Background: an optimization exercise with open tools, aiming at small area, a short achievable clock period and few clock cycles per item. Do not read the settings as production practice. Function was checked by simulation only, so behaviour that the tests miss may differ from the original.

## trial 39
Design gemv_stream_engine, start of the top module:
module gemv_stream_engine
#(
  parameter int unsigned SZ     = gemv_pkg::SZ_DEF,
  parameter int unsigned DW     = gemv_pkg::DW_DEF,
  parameter int unsigned N_ROWS = gemv_pkg::N_ROWS_DEF,
  parameter int unsigned AW     = gemv_pkg::gemv_aw(SZ, DW),
  localparam int unsigned IW    = (N_ROWS > 1) ? $clog2(N_ROWS) : 1
) (
  input  logic             clk,
  input  logic             rst_n,
  input  logic             start_i,
  input  logic             accum_i,
  input  logic [SZ*DW-1:0] w_i,
  input  logic             a_valid_i,
  output logic             a_ready_o,
  input  logic [SZ*DW-1:0] a_row_i,
  output logic             o_valid_o,
  input  logic             o_ready_i,
  output logic [DW-1:0]    o_data_o,
  output logic [IW-1:0]    o_idx_o,
  output logic             busy_o,
  output logic             done_o,
  output logic             ovf_o
);
  localparam int unsigned CW = $clog2(N_ROWS) + 1;
  logic             busy_q;
  logic [CW-1:0]    in_cnt_q;      
  logic             pend_q;        
  logic             accum_q;
  logic             ovf_q;
  logic             vld_m_q;       
  logic             vld_a_q;
  logic             vld_b_q;
  logic [SZ*DW-1:0] w_q;
  logic [gemv_pkg::MID_W-1:0] mid_q;
  logic [AW-1:0]    acc_a_q;
  logic [AW-1:0]    acc_b_q;
  logic             start_c;
  logic             accept_c;
  logic             out_hs_c;
  ...
Settings: LEC_CHECK=0, ABC_AREA=1, CAP_MARGIN=20, CORE_MARGIN=2, CORE_UTILIZATION=40, SETUP_SLACK_MARGIN=3.5, SLEW_MARGIN=20; clock period 9.0 ns.
standard.sh (not shown) runs the stock make flow with config.mk's settings and CLKGATE_MAP_FILE= SYNTH_SCRIPT=/design/flow/synth_recipe.tcl, a recipe that flattens the netlist after the stock synthesis.
==> flow/flow/run.sh <==
#!/bin/bash
# The standard layout with two changes:
#  - the port buffers are buf_4 cells instead of the buffer_ports default (a
#    slow delay cell that the resizer cannot swap out);
#  - after the standard synthesis, inverters around full and half adders are
#    removed by flipping full adders' polarity and rebuilding half adders that
#    take inverted inputs (flow/invpush2.py); registers and all other cells are
#    left as the standard synthesis made them.
set -euo pipefail
export BUFFER_PORTS_ARGS="-buffer_cell sky130_fd_sc_hd__buf_4"
bash standard.sh synth > standard_synth.log 2>&1
NET=orfs/results/sky130hd/gemv_stream_engine/base/1_2_yosys.v
cp $NET yosys_netlist_orig.v
python3 flow/invpush2.py yosys_netlist_orig.v $NET > invpush.log 2>&1
bash standard.sh finish > standard_finish.log 2>&1
Other scripts of this flow, unchanged in this note and not shown: flow/flow/invpush2.py
Testbench counts of trial 39, summed over its fixed seeds: cycles 16,000, items 9,600.
[inputs] build 70 vs trial 39
==> flow/flow/run.sh <==
#!/bin/bash
# The standard layout with these changes:
#  - the port buffers start as buf_1 cells instead of the buffer_ports default
#    (a slow delay cell that the resizer cannot swap out), and the resizer may
#    swap any cell for one of another footprint, so it can upsize the port
#    buffers (and other cells) where timing needs it;
#  - after the standard synthesis, inverters around full and half adders are
#    removed by flipping full adders' polarity and rebuilding half adders that
#    take inverted inputs (flow/invpush2.py); registers and all other cells are
#    left as the standard synthesis made them.
set -euo pipefail
export BUFFER_PORTS_ARGS="-buffer_cell sky130_fd_sc_hd__buf_1"
bash standard.sh synth > standard_synth.log 2>&1
NET=orfs/results/sky130hd/gemv_stream_engine/base/1_2_yosys.v
cp $NET yosys_netlist_orig.v
python3 flow/invpush2.py yosys_netlist_orig.v $NET > invpush.log 2>&1
bash standard.sh MATCH_CELL_FOOTPRINT=0 finish > standard_finish.log 2>&1
- Met2 capacity usage during global routing: higher on trial 39
- Detailed-routing iteration count for the pre-antenna-repair pass for build 70: 2 down relative to trial 39
- Per the comparison of build 70 with trial 39, combined global-route utilization of all metal layers went down by 0.24 points, worst setup slack went down by 0.082 ns.

* * *

02-22:
Another version of the RTL of gemv_stream_engine (not shown whole).
For scale: about 2500 cells after synthesis, ~130 I/O pins, roughly 26000 um2 of cells after synthesis.
==> flow/config.mk <==
export PLATFORM = sky130hd
export DESIGN_NAME = gemv_stream_engine
export DESIGN_NICKNAME = gemv_stream_engine
export VERILOG_FILES = /design/flow/design.v
export SDC_FILE = /design/flow/constraint.sdc
export NUM_CORES = 4
export LEC_CHECK = 0
export ABC_AREA = 1
export CAP_MARGIN = 20
export CORE_MARGIN = 2
export CORE_UTILIZATION = 40
export SETUP_SLACK_MARGIN = 2.5
export SLEW_MARGIN = 20
==> flow/constraint.sdc <==
create_clock -name core_clock -period 9.0 [get_ports {clk}]
set_input_delay 1.8000 -clock core_clock [delete_from_list [all_inputs] [get_ports {clk}]]
set_output_delay 1.8000 -clock core_clock [all_outputs]
set_load 0.01 [all_outputs]
==> flow/flow/run.sh <==
#!/bin/bash
# The standard layout with two changes:
#  - the port buffers are buf_4 cells instead of the buffer_ports default (a
#    slow delay cell that the resizer cannot swap out);
#  - after the standard synthesis, inverter pairs around full adders are
#    removed by flipping the adders' polarity (flow/invpush.py); registers
#    and everything else are left as the standard synthesis made them.
set -euo pipefail
export BUFFER_PORTS_ARGS="-buffer_cell sky130_fd_sc_hd__buf_4"
bash standard.sh synth > standard_synth.log 2>&1
NET=orfs/results/sky130hd/gemv_stream_engine/base/1_2_yosys.v
cp $NET yosys_netlist_orig.v
python3 flow/invpush.py yosys_netlist_orig.v $NET > invpush.log 2>&1
bash standard.sh finish > standard_finish.log 2>&1
Other scripts of this flow, unchanged in this note and not shown: flow/flow/invpush.py
02-22: full flow OK, the timing, DRC and antenna checks passed
Testbench counts of 02-22, summed over its fixed seeds: cycles 16,000, items 9,600.
--- input diff 02-22..12-15 ---
- swapping 2.5 for 3.5 in SETUP_SLACK_MARGIN
Results
- Having completed the whole flow, 12-15 delivered a layout that passed the timing, DRC and antenna checks.
- The standard cells in 12-15 occupy more silicon area than those in 02-22 do.
- Changes observed in 12-15 relative to 02-22: routed wire length increased 990 um.

* * *

== job 9679 ==
Starting RTL as in the previous note.
==> flow/config.mk <==
export PLATFORM = sky130hd
export DESIGN_NAME = gemv_stream_engine
export DESIGN_NICKNAME = gemv_stream_engine
export VERILOG_FILES = /design/flow/design.v
export SDC_FILE = /design/flow/constraint.sdc
export NUM_CORES = 4
export LEC_CHECK = 0
export ABC_AREA = 1
export CAP_MARGIN = 20
export CORE_MARGIN = 2
export CORE_UTILIZATION = 40
export SETUP_SLACK_MARGIN = 3.5
export SLEW_MARGIN = 20
==> flow/constraint.sdc <==
create_clock -name core_clock -period 9.0 [get_ports {clk}]
set_input_delay 1.8000 -clock core_clock [delete_from_list [all_inputs] [get_ports {clk}]]
set_output_delay 1.8000 -clock core_clock [all_outputs]
set_load 0.01 [all_outputs]
==> flow/flow/run.sh <==
#!/bin/bash
# The standard layout with two changes:
#  - the port buffers are buf_4 cells instead of the buffer_ports default (a
#    slow delay cell that the resizer cannot swap out);
#  - after the standard synthesis, inverters around full and half adders are
#    removed by flipping full adders' polarity and rebuilding half adders that
#    take inverted inputs (flow/invpush2.py); registers and all other cells are
#    left as the standard synthesis made them;
#  - the resizer may swap cells for others of a different footprint.
set -euo pipefail
export BUFFER_PORTS_ARGS="-buffer_cell sky130_fd_sc_hd__buf_4"
bash standard.sh synth > standard_synth.log 2>&1
NET=orfs/results/sky130hd/gemv_stream_engine/base/1_2_yosys.v
cp $NET yosys_netlist_orig.v
python3 flow/invpush2.py yosys_netlist_orig.v $NET > invpush.log 2>&1
bash standard.sh MATCH_CELL_FOOTPRINT=0 finish > standard_finish.log 2>&1
Other scripts of this flow, unchanged in this note and not shown: flow/flow/invpush2.py
Testbench counts of job 9679, summed over its fixed seeds: cycles 16,000, items 9,600.
[inputs] job 5079 vs job 9679
diff --git a/flow/flow/run.sh b/flow/flow/run.sh
--- a/flow/flow/run.sh
+++ b/flow/flow/run.sh
@@ -8,2 +8 @@
-#    left as the standard synthesis made them;
-#  - the resizer may swap cells for others of a different footprint.
+#    left as the standard synthesis made them.
@@ -16 +15 @@
-bash standard.sh MATCH_CELL_FOOTPRINT=0 finish > standard_finish.log 2>&1
+bash standard.sh finish > standard_finish.log 2>&1
diff --git a/flow/config.mk b/flow/config.mk
--- a/flow/config.mk
+++ b/flow/config.mk
@@ -12 +12 @@
-export SETUP_SLACK_MARGIN = 3.5
+export SETUP_SLACK_MARGIN = 3.2
Of the two values seen for start point of the critical path, mid_q[62] was produced by job 9679 and a_row_i[9] by job 5079.
Job 5079 ended with less fill cell instance count of the final layout than job 9679.
Taking job 9679 as the reference, in job 5079 met3 usage in global routing now larger, achievable clock frequency decreased by 0.0022 GHz relative to the old numbers.
Cmp job 9679 and job 5079 / wire length of the first global-routing pass / lower: job 9679
Compared with job 9679, job 5079 shows minimum setup slack in the final design lower by 0.070 ns.
In summary, job 5079 completed successfully, with a layout that passed the timing, DRC and antenna checks.
Job 9679 → job 5079: clock skew higher; post-route minimum period increased 0.070 ns.
Of job 9679 and job 5079, the run reporting the lower count of cell instances traversed by the critical path was job 5079.

* * *

Another version of the RTL of gemv_stream_engine (not shown whole).
Size in the first run: ~130 I/O pins, ~25000 µm² of cells after synthesis.
Design gemv_stream_engine, start of the top module:
module gemv_stream_engine
#(
  parameter int unsigned SZ     = gemv_pkg::SZ_DEF,
  parameter int unsigned DW     = gemv_pkg::DW_DEF,
  parameter int unsigned N_ROWS = gemv_pkg::N_ROWS_DEF,
  parameter int unsigned AW     = gemv_pkg::gemv_aw(SZ, DW),
  localparam int unsigned IW    = (N_ROWS > 1) ? $clog2(N_ROWS) : 1
) (
  input  logic             clk,
  input  logic             rst_n,
  input  logic             start_i,
  input  logic             accum_i,
  input  logic [SZ*DW-1:0] w_i,
  input  logic             a_valid_i,
  output logic             a_ready_o,
  input  logic [SZ*DW-1:0] a_row_i,
  output logic             o_valid_o,
  input  logic             o_ready_i,
  output logic [DW-1:0]    o_data_o,
  output logic [IW-1:0]    o_idx_o,
  output logic             busy_o,
  output logic             done_o,
  output logic             ovf_o
);
  localparam int unsigned CW = $clog2(N_ROWS) + 1;
  logic             busy_q;
  logic [CW-1:0]    in_cnt_q;      
  logic             pend_q;        
  logic             accum_q;
  logic             ovf_q;
  logic             vld_m_q;       
  logic             vld_a_q;
  logic             vld_b_q;
  logic [SZ*DW-1:0] w_q;
  logic [gemv_pkg::MID_W-1:0] mid_q;
  logic [AW-1:0]    acc_a_q;
  logic [AW-1:0]    acc_b_q;
  logic             start_c;
  logic             accept_c;
  logic             out_hs_c;
  logic             last_c;
  logic             acc_on_c;
  logic [AW-1:0]    acc_add_c;
  logic [gemv_pkg::MID_W-1:0] cs_c;
  logic [AW-1:0]    v_c;
  logic [DW-1:0]    sat_c;
  logic             clamp_c;
  assign start_c   = start_i && !busy_q;
  assign out_hs_c  = pend_q && o_ready_i;
  assign a_ready_o = busy_q && (in_cnt_q != CW'(N_ROWS)) && (!pend_q || o_ready_i);
  assign accept_c  = a_valid_i && a_ready_o;
  ...
export LEC_CHECK = 0
export ABC_AREA = 1
export CAP_MARGIN = 20
export CORE_MARGIN = 2
export CORE_UTILIZATION = 40
export CTS_CLUSTER_SIZE = 25
export SETUP_SLACK_MARGIN = 3.5
export SLEW_MARGIN = 20
create_clock -name core_clock -period 9.0 [get_ports {clk}]
==> flow/flow/run.sh <==
#!/bin/bash
# The standard layout with two changes:
#  - the port buffers are buf_4 cells instead of the buffer_ports default (a
#    slow delay cell that the resizer cannot swap out);
#  - after the standard synthesis, inverters around full and half adders are
#    removed by flipping full adders' polarity and rebuilding half adders that
#    take inverted inputs (flow/invpush2.py); registers and all other cells are
#    left as the standard synthesis made them.
set -euo pipefail
export BUFFER_PORTS_ARGS="-buffer_cell sky130_fd_sc_hd__buf_4"
bash standard.sh synth > standard_synth.log 2>&1
NET=orfs/results/sky130hd/gemv_stream_engine/base/1_2_yosys.v
cp $NET yosys_netlist_orig.v
python3 flow/invpush2.py yosys_netlist_orig.v $NET > invpush.log 2>&1
bash standard.sh finish > standard_finish.log 2>&1
Other scripts of this flow, unchanged in this note and not shown: flow/flow/invpush2.py
The starting point produced a clean layout.
Testbench counts at the start, summed over its fixed seeds: cycles 16,000, items 9,600.
==> next run, changes <==
--- a/flow/flow/run.sh
+++ b/flow/flow/run.sh
@@ -2,4 +2,5 @@
 # The standard layout with two changes:
-#  - the port buffers are buf_4 cells instead of the buffer_ports default (a
-#    slow delay cell that the resizer cannot swap out);
+#  - the port buffers are buf_1 cells on the inputs and buf_4 cells on the
+#    outputs (flow/outbuf.tcl), instead of the buffer_ports default (a slow
+#    delay cell that the resizer cannot swap out);
 #  - after the standard synthesis, inverters around full and half adders are
@@ -9,3 +10,4 @@
 set -euo pipefail
-export BUFFER_PORTS_ARGS="-buffer_cell sky130_fd_sc_hd__buf_4"
+export BUFFER_PORTS_ARGS="-buffer_cell sky130_fd_sc_hd__buf_1"
+export POST_GLOBAL_PLACE_TCL="$PWD/flow/outbuf.tcl"
 bash standard.sh synth > standard_synth.log 2>&1
==> flow/flow/outbuf.tcl (new file) <==
# After global placement: the port buffers were all made as buf_1; make the
# ones that drive output ports buf_4 (they drive the output load).
set n 0
foreach port [get_ports -filter "direction == output"] {
  set net [get_nets -of_objects $port]
  foreach pin [get_pins -of_objects $net -filter "direction == output"] {
    set inst [get_cells -of_objects $pin]
    if { [get_property [get_lib_cells -of_objects $inst] name] == "sky130_fd_sc_hd__buf_1" } {
      replace_cell $inst sky130_fd_sc_hd__buf_4
      incr n
    }
  }
}
puts "outbuf: $n output port buffers made buf_4"
CTS_CLUSTER_DIAMETER = 120   (was not set)
CTS_CLUSTER_SIZE = 16   (was 25)
After rerunning:
- This time the run failed in 3_3_place_gp on STA-0100
- area after synthesis does not change
- synthesized cell count stays the same
==> next run, changes <==
==> flow/flow/outbuf.tcl (replaced) <==
# After global placement: the port buffers were all made as buf_1; make the
# ones that drive output ports buf_4 (they drive the output load).
set from_cell [expr {[info exists ::env(OUTBUF_FROM)] ? $::env(OUTBUF_FROM) : "sky130_fd_sc_hd__buf_1"}]
set n 0
foreach bterm [[ord::get_db_block] getBTerms] {
  if { [$bterm getIoType] != "OUTPUT" } { continue }
  set net [$bterm getNet]
  if { $net == "NULL" } { continue }
  foreach iterm [$net getITerms] {
    if { ![$iterm isOutputSignal] } { continue }
    set inst [$iterm getInst]
    if { [[$inst getMaster] getName] == $from_cell } {
      replace_cell [get_cells [$inst getName]] sky130_fd_sc_hd__buf_4
      incr n
    }
  }
}
puts "outbuf: $n output port buffers made buf_4"
CAP_MARGIN = 10   (was 20)
SLEW_MARGIN = 10   (was 20)
What happened:
- The new run completed with no timing, DRC or antenna violations
- synthesized area does not change
- synthesized cell count stays the same

what the ideal ports hide:
No port has a modelled driver above. Below, the same layouts with a new extraction and two added sets of constraints.
Step 1, drivers: a clkbuf_16 drives clk and a buf_2 each remaining input, both assumed.
Step 2 also shifts input and output timing later by t, the mid clock arrival at the registers, as if the neighbouring blocks saw the same clock.
Three values: ideal ports, drivers, drivers and shift; two values: the first two.
run	t, ns	setup WS [ns]	clock arrival spread, ns	worst register clock-pin slew, ns	pins driven straight from the clock port
trial 39	0.635	3.619 / 3.562 / 3.025	0.025 / 0.025	0.07 / 0.07	1
build 70	0.656	3.537 / 3.477 / 3.039	0.022 / 0.022	0.07 / 0.07	1
02-22	0.661	2.726 / 2.660 / 2.792	0.013 / 0.013	0.07 / 0.07	1
12-15	0.661	3.493 / 3.453 / 2.865	0.017 / 0.017	0.06 / 0.06	1
job 9679	0.627	3.375 / 3.315 / 2.987	0.012 / 0.012	0.06 / 0.06	1
job 5079	0.645	3.305 / 3.294 / 2.698	0.045 / 0.045	0.07 / 0.07	1
the first run of note 4	0.661	3.616 / 3.558 / 3.035	0.037 / 0.037	0.07 / 0.07	1
the third run of note 4	0.582	3.609 / 3.583 / 3.072	0.019 / 0.020	0.09 / 0.09	1
After both steps setup and hold are still met in every run listed. For 12-15, which loses most, drivers alone change the setup slack by -0.040 ns; drivers and shift together by -0.628 ns.
